Background: an optimization exercise with open tools, aiming at small area, a short achievable clock period and few clock cycles. Do not read the settings as production practice. The RTL was checked by simulation tests, not by an equivalence proof against the original design.

<file path="flow/design.v">
package yuvb_pkg;
    localparam int NUM_COLORS_DEF  = 10;
    localparam int SAMPLE_STEP_DEF = 10;
    localparam int ENTRY_W = 4;
    localparam int BOUND_W = 10;
    localparam int PIX_W   = 8;
    localparam int CLASS_W = 4;
    localparam int LIMIT_W = 12;
    localparam int CFG_IDX_W  = 1;
    localparam int CFG_DATA_W = 12;
    localparam logic [CFG_IDX_W-1:0] CFG_DISTANCE_LIMIT = 1'd0;
    localparam logic [CFG_IDX_W-1:0] CFG_NEAREST_MODE   = 1'd1;
    localparam logic OP_LOAD     = 1'b0;
    localparam logic OP_CLASSIFY = 1'b1;
    localparam int COEF_YR   = 299;
    localparam int COEF_YG   = 587;
    localparam int COEF_YB   = 114;
    localparam int ROUND_Y   = 500;
    localparam int COEF_U    = 492;
    localparam int COEF_V    = 877;
    localparam int CHROMA_OFS = 128000;
    localparam int DIV_BASE  = 1000;
    localparam int DIV_SHIFT = 29;
    localparam int DIV_RECIP = (1 << DIV_SHIFT) / DIV_BASE;
    localparam int NUM_W     = 21;
    localparam int MAG_W     = 19;
    localparam int RECIP_W   = 20;
    localparam int PROD_W    = MAG_W + RECIP_W;
    localparam int Q_W       = 10;
    localparam int QUEUE_DEPTH = 2;
    typedef struct packed {
        logic signed [BOUND_W-1:0] y_min;
        logic signed [BOUND_W-1:0] y_max;
        logic signed [BOUND_W-1:0] u_min;
        logic signed [BOUND_W-1:0] u_max;
        logic signed [BOUND_W-1:0] v_min;
        logic signed [BOUND_W-1:0] v_max;
    } t_box;
    typedef struct packed {
        logic                      operation;
        logic [ENTRY_W-1:0]        entry;
        t_box                      box;
        logic signed [BOUND_W-1:0] y_pix;
        logic signed [BOUND_W-1:0] u_pix;
        logic signed [BOUND_W-1:0] v_pix;
    } t_cmd;
    typedef struct packed {
        logic [LIMIT_W-1:0] distance_limit;
        logic               nearest_mode;
    } t_cfg;
    typedef enum logic [1:0] {
        AX_Y,
        AX_U,
        AX_V
    } t_axis;
    typedef enum logic [2:0] {
        F_IDLE,
        F_NUM,
        F_MUL,
        F_FIX,
        F_PUSH
    } t_front_state;
    typedef enum logic [2:0] {
        B_IDLE,
        B_FETCH,
        B_INIT,
        B_SCAN,
        B_EVAL,
        B_DONE
    } t_back_state;
endpackage
module yuvb_queue (
    input  logic           i_clk,
    input  logic           i_rst_n,
    input  logic           i_push_valid,
    input  yuvb_pkg::t_cmd i_push_cmd,
    output logic           o_push_ready,
    output logic           o_pop_valid,
    output yuvb_pkg::t_cmd o_pop_cmd,
    input  logic           i_pop_ready
);
    localparam int PTR_W = $clog2(yuvb_pkg::QUEUE_DEPTH);
    localparam int CNT_W = $clog2(yuvb_pkg::QUEUE_DEPTH + 1);
    logic [94:0]      r_slot [0:yuvb_pkg::QUEUE_DEPTH-1];
    logic [PTR_W-1:0] r_wr_ptr, r_rd_ptr;
    logic [CNT_W-1:0] r_count;
    logic             w_push, w_pop;
    assign o_push_ready = (r_count != CNT_W'(yuvb_pkg::QUEUE_DEPTH));
    assign o_pop_valid  = (r_count != '0);
    assign o_pop_cmd    = r_slot[r_rd_ptr];
    assign w_push       = i_push_valid && o_push_ready;
    assign w_pop        = o_pop_valid && i_pop_ready;
    always_ff @(posedge i_clk) begin
        if (!i_rst_n) begin
            r_wr_ptr <= '0;
            r_rd_ptr <= '0;
            r_count  <= '0;
        end else begin
            if (w_push) begin
                r_wr_ptr <= (r_wr_ptr == PTR_W'(yuvb_pkg::QUEUE_DEPTH - 1)) ? '0 : r_wr_ptr + 1'b1;
            end
            if (w_pop) begin
                r_rd_ptr <= (r_rd_ptr == PTR_W'(yuvb_pkg::QUEUE_DEPTH - 1)) ? '0 : r_rd_ptr + 1'b1;
            end
            if (w_push && !w_pop) begin
                r_count <= r_count + 1'b1;
            end else if (w_pop && !w_push) begin
                r_count <= r_count - 1'b1;
            end
        end
    end
    always_ff @(posedge i_clk) begin
        if (w_push) begin
            r_slot[r_wr_ptr] <= i_push_cmd;
        end
    end
endmodule
module yuvb_front (
    input  logic           i_clk,
    input  logic           i_rst_n,
    input  logic           i_req_valid,
    output logic           o_req_ready,
    input  logic           i_req_operation,
    input  logic [yuvb_pkg::ENTRY_W-1:0]        i_req_entry,
    input  logic signed [yuvb_pkg::BOUND_W-1:0] i_req_y_min,
    input  logic signed [yuvb_pkg::BOUND_W-1:0] i_req_y_max,
    input  logic signed [yuvb_pkg::BOUND_W-1:0] i_req_u_min,
    input  logic signed [yuvb_pkg::BOUND_W-1:0] i_req_u_max,
    input  logic signed [yuvb_pkg::BOUND_W-1:0] i_req_v_min,
    input  logic signed [yuvb_pkg::BOUND_W-1:0] i_req_v_max,
    input  logic [yuvb_pkg::PIX_W-1:0]          i_req_red,
    input  logic [yuvb_pkg::PIX_W-1:0]          i_req_green,
    input  logic [yuvb_pkg::PIX_W-1:0]          i_req_blue,
    output logic           o_push_valid,
    output yuvb_pkg::t_cmd o_push_cmd,
    input  logic           i_push_ready
);
    yuvb_pkg::t_front_state r_state, n_state;
    yuvb_pkg::t_axis        r_axis;
    yuvb_pkg::t_cmd         r_cmd;
    logic [yuvb_pkg::PIX_W-1:0] r_red, r_green, r_blue;
    logic             r_neg;
    logic [yuvb_pkg::MAG_W-1:0] r_mag;
    logic [yuvb_pkg::Q_W-1:0]   r_q0;
    logic signed [yuvb_pkg::NUM_W-1:0]   w_num;
    logic [yuvb_pkg::PROD_W-1:0]         w_prod;
    logic [yuvb_pkg::MAG_W:0]            w_rem;
    logic [yuvb_pkg::Q_W-1:0]            w_q;
    logic signed [yuvb_pkg::BOUND_W-1:0] w_res;
    always_comb begin
        case (r_axis)
            yuvb_pkg::AX_Y: begin
                w_num = $signed(yuvb_pkg::NUM_W'(r_red)) * yuvb_pkg::NUM_W'(yuvb_pkg::COEF_YR)
                      + $signed(yuvb_pkg::NUM_W'(r_green)) * yuvb_pkg::NUM_W'(yuvb_pkg::COEF_YG)
                      + $signed(yuvb_pkg::NUM_W'(r_blue)) * yuvb_pkg::NUM_W'(yuvb_pkg::COEF_YB)
                      + yuvb_pkg::NUM_W'(yuvb_pkg::ROUND_Y);
            end
            yuvb_pkg::AX_U: begin
                w_num = yuvb_pkg::NUM_W'(yuvb_pkg::COEF_U) * ($signed(yuvb_pkg::NUM_W'(r_blue)) - yuvb_pkg::NUM_W'(r_cmd.y_pix))
                      + yuvb_pkg::NUM_W'(yuvb_pkg::CHROMA_OFS);
            end
            yuvb_pkg::AX_V: begin
                w_num = yuvb_pkg::NUM_W'(yuvb_pkg::COEF_V) * ($signed(yuvb_pkg::NUM_W'(r_red)) - yuvb_pkg::NUM_W'(r_cmd.y_pix))
                      + yuvb_pkg::NUM_W'(yuvb_pkg::CHROMA_OFS);
            end
            default: begin
                w_num = '0;
            end
        endcase
    end
    assign w_prod = yuvb_pkg::PROD_W'(r_mag) * yuvb_pkg::PROD_W'(yuvb_pkg::DIV_RECIP);
    assign w_rem  = (yuvb_pkg::MAG_W+1)'(r_mag) - (yuvb_pkg::MAG_W+1)'(r_q0) * (yuvb_pkg::MAG_W+1)'(yuvb_pkg::DIV_BASE);
    assign w_q    = r_q0 + yuvb_pkg::Q_W'(w_rem >= (yuvb_pkg::MAG_W+1)'(yuvb_pkg::DIV_BASE));
    assign w_res  = r_neg ? -$signed(yuvb_pkg::BOUND_W'(w_q)) : $signed(yuvb_pkg::BOUND_W'(w_q));
    always_comb begin
        n_state = r_state;
        case (r_state)
            yuvb_pkg::F_IDLE: begin
                if (i_req_valid) begin
                    n_state = (i_req_operation == yuvb_pkg::OP_CLASSIFY) ? yuvb_pkg::F_NUM : yuvb_pkg::F_PUSH;
                end
            end
            yuvb_pkg::F_NUM: begin
                n_state = yuvb_pkg::F_MUL;
            end
            yuvb_pkg::F_MUL: begin
                n_state = yuvb_pkg::F_FIX;
            end
            yuvb_pkg::F_FIX: begin
                n_state = (r_axis == yuvb_pkg::AX_V) ? yuvb_pkg::F_PUSH : yuvb_pkg::F_NUM;
            end
            yuvb_pkg::F_PUSH: begin
                if (i_push_ready) begin
                    n_state = yuvb_pkg::F_IDLE;
                end
            end
            default: begin
                n_state = yuvb_pkg::F_IDLE;
            end
        endcase
    end
    always_comb begin
        o_req_ready  = (r_state == yuvb_pkg::F_IDLE);
        o_push_valid = (r_state == yuvb_pkg::F_PUSH);
    end
    assign o_push_cmd = r_cmd;
    always_ff @(posedge i_clk) begin
        if (!i_rst_n) begin
            r_state <= yuvb_pkg::F_IDLE;
        end else begin
            r_state <= n_state;
        end
    end
    always_ff @(posedge i_clk) begin
        case (r_state)
            yuvb_pkg::F_IDLE: begin
                r_cmd.operation <= i_req_operation;
                r_cmd.entry     <= i_req_entry;
                r_cmd.box.y_min <= i_req_y_min;
                r_cmd.box.y_max <= i_req_y_max;
                r_cmd.box.u_min <= i_req_u_min;
                r_cmd.box.u_max <= i_req_u_max;
                r_cmd.box.v_min <= i_req_v_min;
                r_cmd.box.v_max <= i_req_v_max;
                r_red   <= i_req_red;
                r_green <= i_req_green;
                r_blue  <= i_req_blue;
                r_axis  <= yuvb_pkg::AX_Y;
            end
            yuvb_pkg::F_NUM: begin
                r_neg <= w_num[yuvb_pkg::NUM_W-1];
                r_mag <= yuvb_pkg::MAG_W'(w_num[yuvb_pkg::NUM_W-1] ? -w_num : w_num);
            end
            yuvb_pkg::F_MUL: begin
                r_q0 <= yuvb_pkg::Q_W'(w_prod >> yuvb_pkg::DIV_SHIFT);
            end
            yuvb_pkg::F_FIX: begin
                case (r_axis)
                    yuvb_pkg::AX_Y: begin
                        r_cmd.y_pix <= w_res;
                        r_axis      <= yuvb_pkg::AX_U;
                    end
                    yuvb_pkg::AX_U: begin
                        r_cmd.u_pix <= w_res;
                        r_axis      <= yuvb_pkg::AX_V;
                    end
                    default: begin
                        r_cmd.v_pix <= w_res;
                    end
                endcase
            end
            default: begin
            end
        endcase
    end
endmodule
module yuvb_back #(
    parameter int NUM_COLORS  = yuvb_pkg::NUM_COLORS_DEF,
    parameter int SAMPLE_STEP = yuvb_pkg::SAMPLE_STEP_DEF
) (
    input  logic           i_clk,
    input  logic           i_rst_n,
    input  yuvb_pkg::t_cfg i_cfg,
    input  logic           i_cmd_valid,
    input  yuvb_pkg::t_cmd i_cmd,
    output logic           o_cmd_ready,
    output logic           o_res_valid,
    input  logic           i_res_ready,
    output logic [yuvb_pkg::CLASS_W-1:0] o_res_class_index
);
    localparam int IW   = (NUM_COLORS > 1) ? $clog2(NUM_COLORS) : 1;
    localparam int T_W  = yuvb_pkg::BOUND_W + 2;
    localparam int D_W  = yuvb_pkg::BOUND_W;
    localparam int S_W  = yuvb_pkg::LIMIT_W;
    function automatic logic [D_W-1:0] f_absd(input logic signed [T_W-1:0] a,
                                              input logic signed [T_W-1:0] b);
        logic signed [T_W-1:0] d;
        d = a - b;
        f_absd = D_W'(d < 0 ? -d : d);
    endfunction
    function automatic logic [D_W-1:0] f_min(input logic [D_W-1:0] a,
                                             input logic [D_W-1:0] b);
        f_min = (a < b) ? a : b;
    endfunction
    yuvb_pkg::t_back_state r_state, n_state;
    logic [59:0]               r_table [0:NUM_COLORS-1];
    yuvb_pkg::t_box        r_box;
    logic signed [yuvb_pkg::BOUND_W-1:0] r_py, r_pu, r_pv;
    logic signed [T_W-1:0]     r_ty, r_tu, r_tv;
    logic [D_W-1:0]            r_dy, r_du, r_dv;
    logic [IW-1:0]             r_bidx, r_class;
    logic [S_W-1:0]            r_best;
    logic                      r_inside;
    logic                      r_out_valid;
    logic [yuvb_pkg::CLASS_W-1:0]        r_out_class;
    logic w_accept, w_load_hit, w_inside, w_last, w_out_free;
    logic w_act_y, w_act_u, w_act_v;
    logic w_sy, w_su, w_sv, w_any, w_take;
    logic [S_W-1:0] w_fy, w_fu, w_fv, w_d;
    assign w_accept   = i_cmd_valid && o_cmd_ready;
    assign w_load_hit = ({1'b0, i_cmd.entry} < (yuvb_pkg::ENTRY_W+1)'(NUM_COLORS));
    assign w_last     = (r_bidx == IW'(NUM_COLORS - 1));
    assign w_out_free = !r_out_valid || i_res_ready;
    assign w_inside = (r_py >= r_box.y_min) && (r_py <= r_box.y_max)
                   && (r_pu >= r_box.u_min) && (r_pu <= r_box.u_max)
                   && (r_pv >= r_box.v_min) && (r_pv <= r_box.v_max);
    assign w_act_y = (r_ty <= T_W'(r_box.y_max));
    assign w_act_u = (r_tu <= T_W'(r_box.u_max));
    assign w_act_v = (r_tv <= T_W'(r_box.v_max));
    always_comb begin
        w_sy = (r_box.y_min <= r_box.y_max);
        w_su = (r_box.u_min <= r_box.u_max);
        w_sv = (r_box.v_min <= r_box.v_max);
        w_fy = S_W'(f_min(f_absd(T_W'(r_py), T_W'(r_box.y_min)),
                          f_absd(T_W'(r_py), T_W'(r_box.y_max))))
             + S_W'(r_du) + S_W'(r_dv);
        w_fu = S_W'(f_min(f_absd(T_W'(r_pu), T_W'(r_box.u_min)),
                          f_absd(T_W'(r_pu), T_W'(r_box.u_max))))
             + S_W'(r_dy) + S_W'(r_dv);
        w_fv = S_W'(f_min(f_absd(T_W'(r_pv), T_W'(r_box.v_min)),
                          f_absd(T_W'(r_pv), T_W'(r_box.v_max))))
             + S_W'(r_dy) + S_W'(r_du);
        w_d   = '1;
        w_any = 1'b0;
        if (w_su && w_sv) begin
            w_d   = w_fy;
            w_any = 1'b1;
        end
        if (w_sy && w_sv && (w_fu < w_d)) begin
            w_d = w_fu;
        end
        if (w_sy && w_sv) begin
            w_any = 1'b1;
        end
        if (w_sy && w_su && (w_fv < w_d)) begin
            w_d = w_fv;
        end
        if (w_sy && w_su) begin
            w_any = 1'b1;
        end
        w_take = i_cfg.nearest_mode && w_any && (w_d < r_best)
              && (w_d <= i_cfg.distance_limit);
    end
    always_comb begin
        n_state = r_state;
        case (r_state)
            yuvb_pkg::B_IDLE: begin
                if (i_cmd_valid && (i_cmd.operation == yuvb_pkg::OP_CLASSIFY)) begin
                    n_state = yuvb_pkg::B_FETCH;
                end
            end
            yuvb_pkg::B_FETCH: begin
                n_state = yuvb_pkg::B_INIT;
            end
            yuvb_pkg::B_INIT: begin
                n_state = (w_inside || !i_cfg.nearest_mode) ? yuvb_pkg::B_EVAL : yuvb_pkg::B_SCAN;
            end
            yuvb_pkg::B_SCAN: begin
                if (!w_act_y && !w_act_u && !w_act_v) begin
                    n_state = yuvb_pkg::B_EVAL;
                end
            end
            yuvb_pkg::B_EVAL: begin
                n_state = w_last ? yuvb_pkg::B_DONE : yuvb_pkg::B_FETCH;
            end
            yuvb_pkg::B_DONE: begin
                if (w_out_free) begin
                    n_state = yuvb_pkg::B_IDLE;
                end
            end
            default: begin
                n_state = yuvb_pkg::B_IDLE;
            end
        endcase
    end
    always_comb begin
        o_cmd_ready       = (r_state == yuvb_pkg::B_IDLE);
        o_res_valid       = r_out_valid;
        o_res_class_index = r_out_class;
    end
    always_ff @(posedge i_clk) begin
        if (!i_rst_n) begin
            r_state     <= yuvb_pkg::B_IDLE;
            r_out_valid <= 1'b0;
        end else begin
            r_state <= n_state;
            if (r_state == yuvb_pkg::B_DONE && w_out_free) begin
                r_out_valid <= 1'b1;
            end else if (i_res_ready) begin
                r_out_valid <= 1'b0;
            end
        end
    end
    always_ff @(posedge i_clk) begin
        if (w_accept && (i_cmd.operation == yuvb_pkg::OP_LOAD) && w_load_hit) begin
            r_table[i_cmd.entry[IW-1:0]] <= i_cmd.box;
        end
        if (r_state == yuvb_pkg::B_FETCH) begin
            r_box <= r_table[r_bidx];
        end
    end
    always_ff @(posedge i_clk) begin
        case (r_state)
            yuvb_pkg::B_IDLE: begin
                r_py    <= i_cmd.y_pix;
                r_pu    <= i_cmd.u_pix;
                r_pv    <= i_cmd.v_pix;
                r_bidx  <= '0;
                r_class <= '0;
                r_best  <= '1;
            end
            yuvb_pkg::B_INIT: begin
                r_inside <= w_inside;
                r_ty     <= T_W'(r_box.y_min);
                r_tu     <= T_W'(r_box.u_min);
                r_tv     <= T_W'(r_box.v_min);
                r_dy     <= '1;
                r_du     <= '1;
                r_dv     <= '1;
            end
            yuvb_pkg::B_SCAN: begin
                if (w_act_y) begin
                    r_dy <= f_min(r_dy, f_absd(T_W'(r_py), r_ty));
                    r_ty <= r_ty + T_W'(SAMPLE_STEP);
                end
                if (w_act_u) begin
                    r_du <= f_min(r_du, f_absd(T_W'(r_pu), r_tu));
                    r_tu <= r_tu + T_W'(SAMPLE_STEP);
                end
                if (w_act_v) begin
                    r_dv <= f_min(r_dv, f_absd(T_W'(r_pv), r_tv));
                    r_tv <= r_tv + T_W'(SAMPLE_STEP);
                end
            end
            yuvb_pkg::B_EVAL: begin
                if (r_inside) begin
                    r_class <= r_bidx;
                    r_best  <= '0;
                end else if (w_take) begin
                    r_class <= r_bidx;
                    r_best  <= w_d;
                end
                r_bidx <= r_bidx + 1'b1;
            end
            yuvb_pkg::B_DONE: begin
                if (w_out_free) begin
                    r_out_class <= yuvb_pkg::CLASS_W'(r_class);
                end
            end
            default: begin
            end
        endcase
    end
endmodule
module yuv_box_nearest_color_classifier #(
    parameter int NUM_COLORS  = yuvb_pkg::NUM_COLORS_DEF,
    parameter int SAMPLE_STEP = yuvb_pkg::SAMPLE_STEP_DEF
) (
    input  logic                              i_clk,
    input  logic                              i_rst_n,
    input  logic                              i_req_valid,
    output logic                              o_req_ready,
    input  logic                              i_req_operation,
    input  logic [yuvb_pkg::ENTRY_W-1:0]      i_req_entry,
    input  logic [yuvb_pkg::BOUND_W-1:0]      i_req_y_min,
    input  logic [yuvb_pkg::BOUND_W-1:0]      i_req_y_max,
    input  logic [yuvb_pkg::BOUND_W-1:0]      i_req_u_min,
    input  logic [yuvb_pkg::BOUND_W-1:0]      i_req_u_max,
    input  logic [yuvb_pkg::BOUND_W-1:0]      i_req_v_min,
    input  logic [yuvb_pkg::BOUND_W-1:0]      i_req_v_max,
    input  logic [yuvb_pkg::PIX_W-1:0]        i_req_red,
    input  logic [yuvb_pkg::PIX_W-1:0]        i_req_green,
    input  logic [yuvb_pkg::PIX_W-1:0]        i_req_blue,
    output logic                              o_res_valid,
    input  logic                              i_res_ready,
    output logic [yuvb_pkg::CLASS_W-1:0]      o_res_class_index,
    input  logic                              i_cfg_wr_en,
    input  logic [yuvb_pkg::CFG_IDX_W-1:0]    i_cfg_index,
    input  logic [yuvb_pkg::CFG_DATA_W-1:0]   i_cfg_wdata
);
    yuvb_pkg::t_cfg r_cfg;
    logic w_push_valid, w_push_ready, w_pop_valid, w_pop_ready;
    yuvb_pkg::t_cmd w_push_cmd, w_pop_cmd;
    always_ff @(posedge i_clk) begin
        if (!i_rst_n) begin
            r_cfg.distance_limit <= '0;
            r_cfg.nearest_mode   <= 1'b1;
        end else if (i_cfg_wr_en) begin
            case (i_cfg_index)
                yuvb_pkg::CFG_DISTANCE_LIMIT: begin
                    r_cfg.distance_limit <= yuvb_pkg::LIMIT_W'(i_cfg_wdata);
                end
                yuvb_pkg::CFG_NEAREST_MODE: begin
                    r_cfg.nearest_mode <= i_cfg_wdata[0];
                end
                default: begin
                end
            endcase
        end
    end
    yuvb_front u_front (
        .i_clk        (i_clk),
        .i_rst_n      (i_rst_n),
        .i_req_valid     (i_req_valid),
        .o_req_ready     (o_req_ready),
        .i_req_operation (i_req_operation),
        .i_req_entry     (i_req_entry),
        .i_req_y_min     (i_req_y_min),
        .i_req_y_max     (i_req_y_max),
        .i_req_u_min     (i_req_u_min),
        .i_req_u_max     (i_req_u_max),
        .i_req_v_min     (i_req_v_min),
        .i_req_v_max     (i_req_v_max),
        .i_req_red       (i_req_red),
        .i_req_green     (i_req_green),
        .i_req_blue      (i_req_blue),
        .o_push_valid (w_push_valid),
        .o_push_cmd   (w_push_cmd),
        .i_push_ready (w_push_ready)
    );
    yuvb_queue u_queue (
        .i_clk        (i_clk),
        .i_rst_n      (i_rst_n),
        .i_push_valid (w_push_valid),
        .i_push_cmd   (w_push_cmd),
        .o_push_ready (w_push_ready),
        .o_pop_valid  (w_pop_valid),
        .o_pop_cmd    (w_pop_cmd),
        .i_pop_ready  (w_pop_ready)
    );
    yuvb_back #(
        .NUM_COLORS  (NUM_COLORS),
        .SAMPLE_STEP (SAMPLE_STEP)
    ) u_back (
        .i_clk       (i_clk),
        .i_rst_n     (i_rst_n),
        .i_cfg       (r_cfg),
        .i_cmd_valid (w_pop_valid),
        .i_cmd       (w_pop_cmd),
        .o_cmd_ready (w_pop_ready),
        .o_res_valid       (o_res_valid),
        .i_res_ready       (i_res_ready),
        .o_res_class_index (o_res_class_index)
    );
endmodule
</file>
<file path="flow/run.sh">
#!/bin/bash
# synth_recipe.tcl (not shown) runs the flow's synth.tcl, then flattens the netlist and writes it again
# the make line also repeats each setting of config.mk as NAME=value (left out here)
make -C /OpenROAD-flow-scripts/flow DESIGN_CONFIG=/design/flow/config.mk WORK_HOME=/design/flow/orfs CLKGATE_MAP_FILE= SYNTH_SCRIPT=/design/flow/synth_recipe.tcl finish
</file>
<file path="flow/config.mk">
export PLATFORM = sky130hd
export DESIGN_NAME = yuv_box_nearest_color_classifier
export DESIGN_NICKNAME = yuv_box_nearest_color_classifier
export VERILOG_FILES = /design/flow/design.v
export SDC_FILE = /design/flow/constraint.sdc
export NUM_CORES = 4
export LEC_CHECK = 0
export CAP_MARGIN = 20
export CORE_MARGIN = 2
export CORE_UTILIZATION = 40
export SLEW_MARGIN = 20
</file>
<file path="flow/constraint.sdc">
create_clock -name core_clock -period 13.5 [get_ports {i_clk}]
set_input_delay 2.7000 -clock core_clock [delete_from_list [all_inputs] [get_ports {i_clk}]]
set_output_delay 2.7000 -clock core_clock [all_outputs]
set_load 0.01 [all_outputs]
</file>
==> impl_metrics.toml <==
[status]
status = "timing/DRC/antenna clean"

[sta]
tns_ns = 0
finalCriticalPeriod_ns = 12.78
relSlewSlack_pct = 7.165
finalHoldViolations = 0
setup_violations = 0
hold_ws_ns = 0.4107
drv_slew = 0
period_share_pct = 94.68
fmax_mhz = 78.23
tightest_slew_ns = 1.393
clock_skew_ns = 0.09910
setup_ws_ns = 0.7177

[global_route]
gr-total-overflow = 0
grt_start_max_net_pins = 113
antenna_found_initial = 2
grt_pass1_wl_um = 270500
grt_pass1_vias = 45180
grt_util_all_layers_pct = 19.04

[route]
drtAntennaViolNets = 0
wirelength_um = 176500
drc = 0
first_pass_iters = 7
vias_per_cell = 5.318
drt_iter0_markers = 3087
post_drt_wl_per_cell_um = 20.95
dr_total_vias = 44810

[setup_path]
cp_data_arrival_time_ns = 13.21
cp.required_ns = 13.93
worstSetupPathType = "reg2reg"
cpMostUsedCell = "a21o_1"
worst_path_max_delay_cell = "fa_1"
slowest_delay_ns = 0.41
timing.rr.start = "u_back.r_py[0]"
crit_fanout = 10
start_kind = "flip-flop"
startpoint = "u_back.r_py[0]"
endpoint_kind = "flip-flop"

[cells_and_area]
multi_input_area_um2 = 35320
nets = 7127
drive_gt1_share_pct = 9.727
diodes = 0
stdcell_area_um2 = 80790
area_growth_pct = 11.68
n_fill_cell = 16330
seq_area_um2 = 34200

[yosys]
avgSynthCellArea_um2 = 12.56
synth.top_cells.by_count = "1,122 x edfxtp_1, 816 x ha_1, 719 x inv_1, 290 x a21oi_1, 249 x fa_1"
seq_area_frac_synth_pct = 47.27
yosysTopAreaCellShare_pct = 46.58
ys_top_cells_by_area = "edfxtp_1 47%, ha_1 14%, fa_1 6.9%, mux4_2 3.7%, inv_1 3.7%"
synthesis.area_um2 = 72340
yosysWarnings = 4
syn_inst = 5761
synth_edf_count = 1122
yosys.area.top_type = "edfxtp_1"
ys_dominant_reg_cell = "edfxtp_1"
syn_nets = 6933
ys_async_sr_fraction_pct = 0
synth_most_common_cell = "edfxtp_1"
ys_ff_latch = 1147
yosysUniqueCellTypes = 103

[clocking]
clk_latency_ns = 0.81
cts_root_buf = "clkbuf_16"
tritoncts = "done"
cts.sinks = 1147
cts_buffers = 120
ctsHtreeMaxLevel = 3
cts.clk_slew.worst_paths_ns = 0.06
cts_hold_buf = 0
clockBufferDepth = 3

[floorplanning]
start_util_pct = 40.15
dieArea_um2 = 184300
core_area_um2 = 180200
io_pins = 113
die_h_um = 429.3
die_w_um = 429.3
rows = 156

[placement]
place_hpwl_um = 128300
post-place-ws_ns = 0.1323
placed_cell_area_um2 = 76580
gp_congestion = 0.8920
io_buffers = 112

[min_path]
hold_path.class = "reg2reg"
worstHoldStart = "u_front.r_cmd[82]"

[flow_run]
maxCapViolations = 0
==> metal layers <==
layer	part of all wire (%)	track usage (%)	routed length [µm]
met1	47	27.26	82930
met5	0	0	0
met3	4.6	2.054	8186
met2	46	30.61	80750
met4	2.6	5.416	4609
==> cell families after synthesis <==
logic type      after synthesis  synth area share, %
fa+ha+maj                  1066                21.02
compound gates             1023                9.145
buf+inv                     839                4.395
simple gates               1001                7.017
flops                      1147                47.27
xor+xnor                    348                4.232
mux                         337                6.924
==> placed cells by master (no fill, tap or decap), types with 105 or more instances in the layout <==
cell,n
a21o_1,124
a21oi_1,267
clkbuf_16,120
clkdlybuf4s50_1,112
edfxtp_1,1122
fa_1,247
ha_1,812
inv_1,716
mux2_2,105
mux2i_1,109
mux4_2,120
nand2_1,224
nor2_1,229
o21ai_0,195
xnor2_1,193
xor2_1,152
==> layout make-up <==
class,count,area share (%)
well taps,2370,3.671
repair buffers,190,2.178
flip-flops and latches,1147,42.33
multi-input cells,3775,43.72
clock inverters,75,0.8921
inverters,721,3.353
clock buffers,147,3.855
==> registers in the layout, summed over array words and instances (netlist names), 8 cells and up, named ones only <==
signal           flops
u_front.r_green      8
u_back.r_dv         10
u_front.r_red        8
u_front.r_q0        10
u_back.r_du         10
u_back.r_ty         12
u_front.r_mag       19
u_back.r_box        60
u_front.r_blue       8
u_back.r_tu         12
u_back.r_pv         10
u_back.r_best       12
u_back.r_table     600
u_back.r_py         10
r_cfg               13
u_queue.r_slot     190
u_back.r_pu         10
u_front.r_cmd       95
u_back.r_tv         12
u_back.r_dy         10
==> final timing paths <==
path                            to  slack [ns]  cells after the start
min          u_queue.r_slot[0][82]        0.41                      0
max               u_back.r_best[9]        0.72                     69
min reg2reg  u_queue.r_slot[0][82]        0.41                      0
max reg2reg       u_back.r_best[9]        0.72                     69
==> timing repair <==
action,in CTS,in global routing
setup endpoints to repair,10,16
buffers inserted,1,18
pin swaps,0,24
resized for setup,1,62
==> per-stage QoR <==
step	cells	util (%)
after CTS	8407	44.64
final	8425	44.84
after detailed placement	8184	42.51
after global placement	8183	42.49
after floorplan	5761	-
after global routing	8425	44.84
==> worst max-delay path: cells and delay by family (launching register included) <==
| family | cells | cell delay, ns |
|---|---|---|
| xor gates and xnor gates | 2 | 0.24 |
| muxes | 3 | 0.73 |
| AOI/OAI and AO/OA | 29 | 5.20 |
| DFF | 1 | 0.37 |
| buffers and inverters | 11 | 1.31 |
| adders and majority gates | 9 | 2.52 |
| and+or+nand+nor | 15 | 2.11 |
Testbench counts, summed over its fixed seeds: cycles 246,259.

what the ideal ports hide:
Ports are ideal in the flow. The routed layout listed here was re-timed in OpenROAD.
Step 1: set_driving_cell puts a clkbuf_16 on i_clk and a buf_2 on each other input, an assumption about the parent block.
Step 2 moves the port delays by t, midway between the first and last clock arrival at a register: inputs arrive t later, outputs are due t later. That takes back most of the time a late clock gives input paths.
Three values: ideal, step 1, step 2; two values: the first two.
shift t [ns]: 0.847
setup WS [ns]: 0.718 / 0.718 / 0.718
latest minus earliest clock arrival (ns): 0.105 / 0.105
After both steps setup and hold are still met in this run. The setup slack of this run moves by 0.000 ns with the drivers and by 0.000 ns with both steps.
